Context: an optimization exercise on an open-source flow, tuned for small area. The choices shown serve that exercise and are no tape-out recipe. Only the layout flow was run in this run; the RTL was not checked for function there. Power figures rest on the tool's default switching activity, not on a simulated workload.

## flow/config.mk

```make
export PLATFORM = sky130hd
export DESIGN_NAME = carfield_region_guard
export DESIGN_NICKNAME = carfield_region_guard
export VERILOG_FILES = /design/flow/design.v
export SDC_FILE = /design/flow/constraint.sdc
export NUM_CORES = 4
export LEC_CHECK = 0
export CAP_MARGIN = 20
export CORE_MARGIN = 2
export CORE_UTILIZATION = 40
export SLEW_MARGIN = 20
```

## flow/constraint.sdc

```tcl
create_clock -name core_clock -period 10.0 [get_ports {clk_i}]
set_input_delay 2.0000 -clock core_clock [delete_from_list [all_inputs] [get_ports {clk_i}]]
set_output_delay 2.0000 -clock core_clock [all_outputs]
set_load 0.01 [all_outputs]
```

## flow/design.v

```verilog
module carfield_region_guard #(
  parameter int unsigned NumRegions = 8,
  parameter int unsigned AddrWidth  = 48,
  parameter int unsigned CntWidth   = 16
) (
  input  logic                 clk_i,
  input  logic                 rst_ni,
  input  logic                 cfg_valid_i,
  input  logic                 cfg_write_i,
  input  logic [7:0]           cfg_addr_i,
  input  logic [63:0]          cfg_wdata_i,
  output logic                 cfg_rvalid_o,
  output logic [63:0]          cfg_rdata_o,
  output logic                 cfg_err_o,
  input  logic                 chk_valid_i,
  output logic                 chk_ready_o,
  input  logic [AddrWidth-1:0] chk_addr_i,
  input  logic                 chk_write_i,
  output logic                 res_valid_o,
  input  logic                 res_ready_i,
  output logic                 res_allow_o,
  output logic [4:0]           res_region_o,
  output logic                 irq_o
);
  localparam logic [7:0] IdxCtrl = 8'(2 * NumRegions);
  localparam logic [7:0] IdxFa   = IdxCtrl + 8'd1;
  localparam logic [7:0] IdxSt   = IdxCtrl + 8'd2;
  logic [AddrWidth-1:0]  r_base [NumRegions];
  logic [AddrWidth-1:0]  r_size [NumRegions];
  logic                  r_en;
  logic                  r_lock;
  logic [AddrWidth-1:0]  r_faddr;
  logic                  r_fvalid;
  logic                  r_fwrite;
  logic [CntWidth-1:0]   r_cnt;
  logic                  r_cfg_rvalid;
  logic [63:0]           r_cfg_rdata;
  logic                  r_cfg_err;
  logic                  r_res_valid;
  logic                  r_res_allow;
  logic [4:0]            r_res_region;
  logic [NumRegions-1:0] w_hit;
  logic                  w_any;
  logic [4:0]            w_idx;
  logic                  w_acc;
  logic                  w_fault;
  logic                  w_wr;
  logic                  w_err;
  logic                  w_clr;
  logic                  w_ctrl_we;
  logic [NumRegions-1:0] w_base_we;
  logic [NumRegions-1:0] w_size_we;
  logic [63:0]           w_rdata;
  logic [CntWidth-1:0]   w_cnt_base;
  logic                  w_fv_base;
  logic                  w_unused;
  assign w_unused = ^cfg_wdata_i;
  always_comb begin
    w_hit = '0;
    w_idx = '0;
    for (int i = 0; i < int'(NumRegions); i++) begin
      w_hit[i] = (r_size[i] != '0)
        && (chk_addr_i >= r_base[i])
        && (({1'b0, chk_addr_i} - {1'b0, r_base[i]})
            < {1'b0, r_size[i]});
    end
    for (int i = int'(NumRegions) - 1; i >= 0; i--) begin
      if (w_hit[i]) w_idx = 5'(i);
    end
  end
  assign w_any   = |w_hit;
  assign w_acc   = chk_valid_i && chk_ready_o;
  assign w_fault = w_acc && r_en && !w_any;
  assign w_wr    = cfg_valid_i && cfg_write_i;
  always_comb begin
    w_err     = 1'b0;
    w_clr     = 1'b0;
    w_ctrl_we = 1'b0;
    w_base_we = '0;
    w_size_we = '0;
    w_rdata   = '0;
    for (int i = 0; i < int'(NumRegions); i++) begin
      if (cfg_addr_i == 8'(2 * i)) begin
        w_rdata      = 64'(r_base[i]);
        w_base_we[i] = w_wr && !r_lock;
        w_err        = w_wr && r_lock;
      end
      if (cfg_addr_i == 8'(2 * i + 1)) begin
        w_rdata      = 64'(r_size[i]);
        w_size_we[i] = w_wr && !r_lock;
        w_err        = w_wr && r_lock;
      end
    end
    if (cfg_addr_i == IdxCtrl) begin
      w_rdata = {62'd0, r_lock, r_en};
      if (w_wr) begin
        w_clr = cfg_wdata_i[2];
        if (r_lock) begin
          w_err = cfg_wdata_i[1:0] != {1'b1, r_en};
        end else begin
          w_ctrl_we = 1'b1;
        end
      end
    end
    if (cfg_addr_i == IdxFa) begin
      w_rdata = 64'(r_faddr);
      w_err   = w_wr;
    end
    if (cfg_addr_i == IdxSt) begin
      w_rdata[CntWidth-1:0] = r_cnt;
      w_rdata[32]           = r_fvalid;
      w_rdata[33]           = r_fwrite;
      w_err                 = w_wr;
    end
    if (cfg_addr_i > IdxSt) w_err = 1'b1;
  end
  assign w_cnt_base = w_clr ? '0 : r_cnt;
  assign w_fv_base  = w_clr ? 1'b0 : r_fvalid;
  always_ff @(posedge clk_i or negedge rst_ni) begin
    if (!rst_ni) begin
      for (int i = 0; i < int'(NumRegions); i++) begin
        r_base[i] <= '0;
        r_size[i] <= '0;
      end
      r_en   <= 1'b0;
      r_lock <= 1'b0;
    end else begin
      for (int i = 0; i < int'(NumRegions); i++) begin
        if (w_base_we[i]) r_base[i] <= cfg_wdata_i[AddrWidth-1:0];
        if (w_size_we[i]) r_size[i] <= cfg_wdata_i[AddrWidth-1:0];
      end
      if (w_ctrl_we) begin
        r_en   <= cfg_wdata_i[0];
        r_lock <= cfg_wdata_i[1];
      end
    end
  end
  always_ff @(posedge clk_i or negedge rst_ni) begin
    if (!rst_ni) begin
      r_faddr  <= '0;
      r_fvalid <= 1'b0;
      r_fwrite <= 1'b0;
      r_cnt    <= '0;
    end else if (w_fault) begin
      r_cnt    <= (&w_cnt_base) ? w_cnt_base
                                : w_cnt_base + CntWidth'(1);
      r_fvalid <= 1'b1;
      if (!w_fv_base) begin
        r_faddr  <= chk_addr_i;
        r_fwrite <= chk_write_i;
      end
    end else if (w_clr) begin
      r_faddr  <= '0;
      r_fvalid <= 1'b0;
      r_fwrite <= 1'b0;
      r_cnt    <= '0;
    end
  end
  always_ff @(posedge clk_i or negedge rst_ni) begin
    if (!rst_ni) begin
      r_cfg_rvalid <= 1'b0;
      r_cfg_rdata  <= '0;
      r_cfg_err    <= 1'b0;
    end else begin
      r_cfg_rvalid <= cfg_valid_i;
      r_cfg_err    <= cfg_valid_i && w_err;
      r_cfg_rdata  <= (cfg_valid_i && !cfg_write_i && !w_err)
                      ? w_rdata : '0;
    end
  end
  always_ff @(posedge clk_i or negedge rst_ni) begin
    if (!rst_ni) begin
      r_res_valid  <= 1'b0;
      r_res_allow  <= 1'b0;
      r_res_region <= '0;
    end else if (w_acc) begin
      r_res_valid  <= 1'b1;
      r_res_allow  <= !r_en || w_any;
      r_res_region <= r_en ? w_idx : '0;
    end else if (res_ready_i) begin
      r_res_valid  <= 1'b0;
    end
  end
  assign chk_ready_o  = !r_res_valid || res_ready_i;
  assign res_valid_o  = r_res_valid;
  assign res_allow_o  = r_res_allow;
  assign res_region_o = r_res_region;
  assign cfg_rvalid_o = r_cfg_rvalid;
  assign cfg_rdata_o  = r_cfg_rdata;
  assign cfg_err_o    = r_cfg_err;
  assign irq_o        = r_fvalid;
endmodule
```

## flow/run.sh

```bash
#!/bin/bash
# synth_recipe.tcl (not shown) runs the flow's synth.tcl, then flattens the netlist and writes it again
# the make line also repeats each setting of config.mk as NAME=value (left out here)
make -C /OpenROAD-flow-scripts/flow DESIGN_CONFIG=/design/flow/config.mk WORK_HOME=/design/flow/orfs CLKGATE_MAP_FILE= SYNTH_SCRIPT=/design/flow/synth_recipe.tcl finish
```

==> qor.csv <==
metric,value,unit
clock share of power,41.7,%
Synth Warn #,3,
largest family of logic cells by synthesized area,compound AO/OA/AOI/OAI gates,
Seq pwr share,38.6,%
clock root buffer,clkbuf_16,
Initial DRC Count,7439,
Min-Delay Startpoint,r_res_allow$_DFFE_PN0P_,
Core Rows,151,
largest net degree at the start of global routing,150,
layout cells sized above 1,10.6,%
Cell Pwr Density,129,nW/um^2
VDD IR max,152,uV
number of CTS-inserted buffers,108,
post-synthesis simple-gate area fraction,12.8,%
Mapped Area,68600,sq um
worst slew pin tran,1.18,ns
Comb pwr share,19.7,%
Max Root-Sink Buffers,3,
cts hold-fix bufs,0,
"Top FF cell, synth",dfrtp_1,
DR WL/cell,26.9,um
status,finished clean,
worst setup path startpoint,chk_addr_i[1],
final hold viol count,0,
IO Port Bufs,167,
share of flip-flops with an asynchronous set or reset,100,%
P_leak,0.0360,uW
post-route minimum period,9.22,ns
All-Layer GR Usage,31.2,%
met3 global-route usage,4.54,%
DIE AREA,175000,sq um
Synth Area in XOR/XNOR,4.51,%
Max Fanout on Critical Path,13,
"Arr. time, crit path",9.86,ns
RSZ-0062 raised after global routing,false,
Min-Delay Path Class,reg2reg,
Final Cycle Share,92.2,%
drt pass-1 iters,10,
post-CTS sizing,0,
GRT busiest layer,met2,
drt via density,6.01,
Post-CTS Setup Inserts,0,
crit path kind,in2reg,
M1 GR Usage,43.3,%
P_sw,3080,uW
Final ANT Viol Nets,0,
Final setup viols,0,
mux cell area share after synthesis,5.80,%
# clock sinks,891,
Avg Inst Size Synth,8.66,sq um
Final Max Slew Viols,0,
H-tree depth,3,
most frequent cells in the layout,"inv_1 (891), dfrtp_1 (891), ha_1 (761)",
CP required,10.64,ns
Area growth syn-to-layout,13.1,%
initial antenna violation count,18,
GPL Wtd Cong,1.01,
via count,62573,
"Seq/Total Area, Yosys",32.5,%
TNS Setup,0,ns
nets,8994,
Fillers,16569,
Worst-Skew Late Latency,0.75,ns
die width,418,um
Crit. End Element,register,
RR Startpoint,r_base[3][1]$_DFFE_PN0P_,
Final Skew,0.0359,ns
vias in the first global route,60300,
Synth Instances,7921,
"Distinct cells, synth",91,
CTS tree,done,
post-synthesis adder-cell area fraction,14.1,%
# IOs,202,
P_int,6920,uW
f_max,108,MHz
DRC violations left,0,
clk slew on worst S/H paths,0.06,ns
hpwl dp,225000,um
Post-Route WL,280000,um
Post-synth EDFFs,0,
Rel. slew slack,20.8,%
Compound-Gate Fraction of Synth Area,23.3,%
first-pass GRT wire length,402000,um
Finished Core Util,45.7,%
Max-cap violations,0,
#FFs+latches synth,891,
grt met2 use,48.1,%
Sw Share,30.8,%
grt total ovfl,0,
die height,418,um
Starting Density,40.4,%
CP Launch Type,primary input,
core area,170000,sq um
-- registers in the layout, summed over array words and instances, names as in the netlist, 3 cells and up --
register,flops
r_base,384
r_faddr,48
r_cnt,16
r_size,384
r_res_region,3
r_cfg_rdata,48
-- final timing paths --
kind / to / slack, ns / cells after the start
setup / recovery: r_cnt[6]$_DFF_PN0_ / 0.78 / 27
hold / removal: r_res_allow$_DFFE_PN0P_ / 0.49 / 2
setup reg to reg: r_cnt[6]$_DFF_PN0_ / 2.32 / 27
hold reg to reg: r_res_allow$_DFFE_PN0P_ / 0.49 / 2
max in group asynchronous: r_base[3][44]$_DFFE_PN0P_ / 6.67 / 3
min in group asynchronous: r_cnt[3]$_DFF_PN0_ / 1.15 / 1
-- layout make-up --
| class | instances | area, sq um | area share (%) |
|---|---|---|---|
| repair buffers | 411 | 3620 | 4.67 |
| diodes | 10 | 25.0 | 0.0323 |
| clock buffers | 158 | 3180 | 4.10 |
| multi-input cells | 5795 | 41800 | 53.9 |
| flip-flops and latches | 891 | 22300 | 28.7 |
| inverters | 891 | 3340 | 4.31 |
| well taps | 2218 | 2780 | 3.58 |
| clock inverters | 42 | 515 | 0.665 |
-- worst max-delay path, cell delays in order --
cell and delay, ns:
clkdlybuf4s50_1 0.71, ha_1 0.32, nor2b_1 0.15, o31a_1 0.28, o311ai_0 0.75, a21oi_1 0.32, nor3_1 0.25, o21ai_0 0.25
a2111oi_0 0.76, or3_1 0.26, nor2_1 0.09, a311oi_1 0.32, xnor2_1 0.12, ha_1 0.28, nand3_1 0.09, nor2_1 0.16
nand4_1 0.17, nor3_1 0.21, inv_1 0.08, a2111oi_0 0.35, buf_4 0.18, nor3_1 0.06, o2bb2ai_2 0.30, buf_4 0.28
nor2_1 0.64, a31oi_1 0.18, a31o_2 0.25
-- through the flow --
stage | std cells | area [sq um] | power [uW] | worst slack (ns) | hold slack, ns
CTS | 10406 | 77500 | 10000 | 0.853 | 0.495
floorplan | 7938 | 68700 | 5090 | 2.15 | 0.450
finish | 10416 | 77600 | 10000 | 0.783 | 0.488
global placement | 10206 | 73800 | 5830 | 0.0632 | 0.471
detailed placement | 10206 | 73800 | 5850 | 0.0791 | 0.469
global route | 10411 | 77500 | 10400 | 0.329 | 0.516
-- cell families after synthesis --
| logic type | after synthesis |
|---|---|
| fa+ha+maj | 769 |
| xor+xnor | 353 |
| simple gates | 1844 |
| mux | 354 |
| flops | 891 |
| buf+inv | 1252 |
| compound gates | 2457 |
| other cells | 1 |
-- routing by layer --
metal  wire length (um)  share of wire (%)
met1             122000                 43
met2             121000                 43
met3              22600                8.1
met4              14800                5.3
met5                 13             0.0046
-- cells in the mapped netlist (15+ instances only) --
| cell type | count | area [sq um] |
|---|---|---|
| o22ai_1 | 27 | 169 |
| nor2b_1 | 65 | 407 |
| nor2_1 | 317 | 1190 |
| buf_4 | 19 | 143 |
| nor4_1 | 116 | 726 |
| ha_1 | 761 | 9520 |
| a221oi_1 | 61 | 534 |
| and2_1 | 20 | 125 |
| o21ai_0 | 733 | 3670 |
| a221o_1 | 18 | 180 |
| o31ai_1 | 23 | 173 |
| and3_1 | 54 | 338 |
| clkbuf_1 | 286 | 1070 |
| nand3_1 | 132 | 661 |
| a31oi_1 | 89 | 557 |
| nor3_1 | 82 | 410 |
| a41oi_1 | 15 | 131 |
| a211o_1 | 27 | 236 |
| a211oi_1 | 60 | 450 |
| mux2_2 | 348 | 3920 |
| nand4_1 | 168 | 1050 |
| inv_1 | 891 | 3340 |
| a22oi_1 | 75 | 563 |
| a222oi_1 | 117 | 1170 |
| and4_1 | 23 | 201 |
| nand2b_1 | 53 | 332 |
| o21bai_1 | 86 | 646 |
| a21o_1 | 277 | 2080 |
| o21a_1 | 63 | 473 |
| nand2_1 | 732 | 2750 |
| xor2_1 | 111 | 972 |
| a22o_1 | 51 | 447 |
| buf_1 | 44 | 165 |
| dfrtp_1 | 891 | 22300 |
| or3_1 | 22 | 138 |
| o211ai_1 | 43 | 323 |
| or4_1 | 18 | 135 |
| a21oi_1 | 536 | 2680 |
| xnor2_1 | 242 | 2120 |
-- power by group through the flow --
stage | clock, uW | sequential, uW | combinational (uW)
after floorplan | 0 | 3860 | 1230
after global placement | 0 | 3920 | 1910
after detailed placement | 0 | 3920 | 1930
after CTS | 4210 | 3860 | 1940
after global routing | 4360 | 3870 | 2170
final | 4170 | 3860 | 1970

separate check: timing with driven ports:
How much do the figures lean on ideal ports? The routed layout below was timed once more, with nothing changed but the port constraints.
Step 1 sets driving cells, clkbuf_16 on the clock port and buf_2 on the other inputs (assumed; they add their load-dependent delay and slew).
Step 2 times the ports against the registers' clock, not the clock port: input delays grow and output delays shrink by t, the midpoint of the rising clock arrivals with the driver on.
Slacks: ideal / step 1 / step 2; pairs: ideal / step 1.
shift t [ns]: 0.816
setup slack, ns: 0.783 / 0.841 / 0.025
latest minus earliest clock arrival (ns): 0.036 / 0.036
After both steps this run still meets setup and hold. The setup slack of this run moves by +0.058 ns with the drivers and by -0.758 ns with both steps.
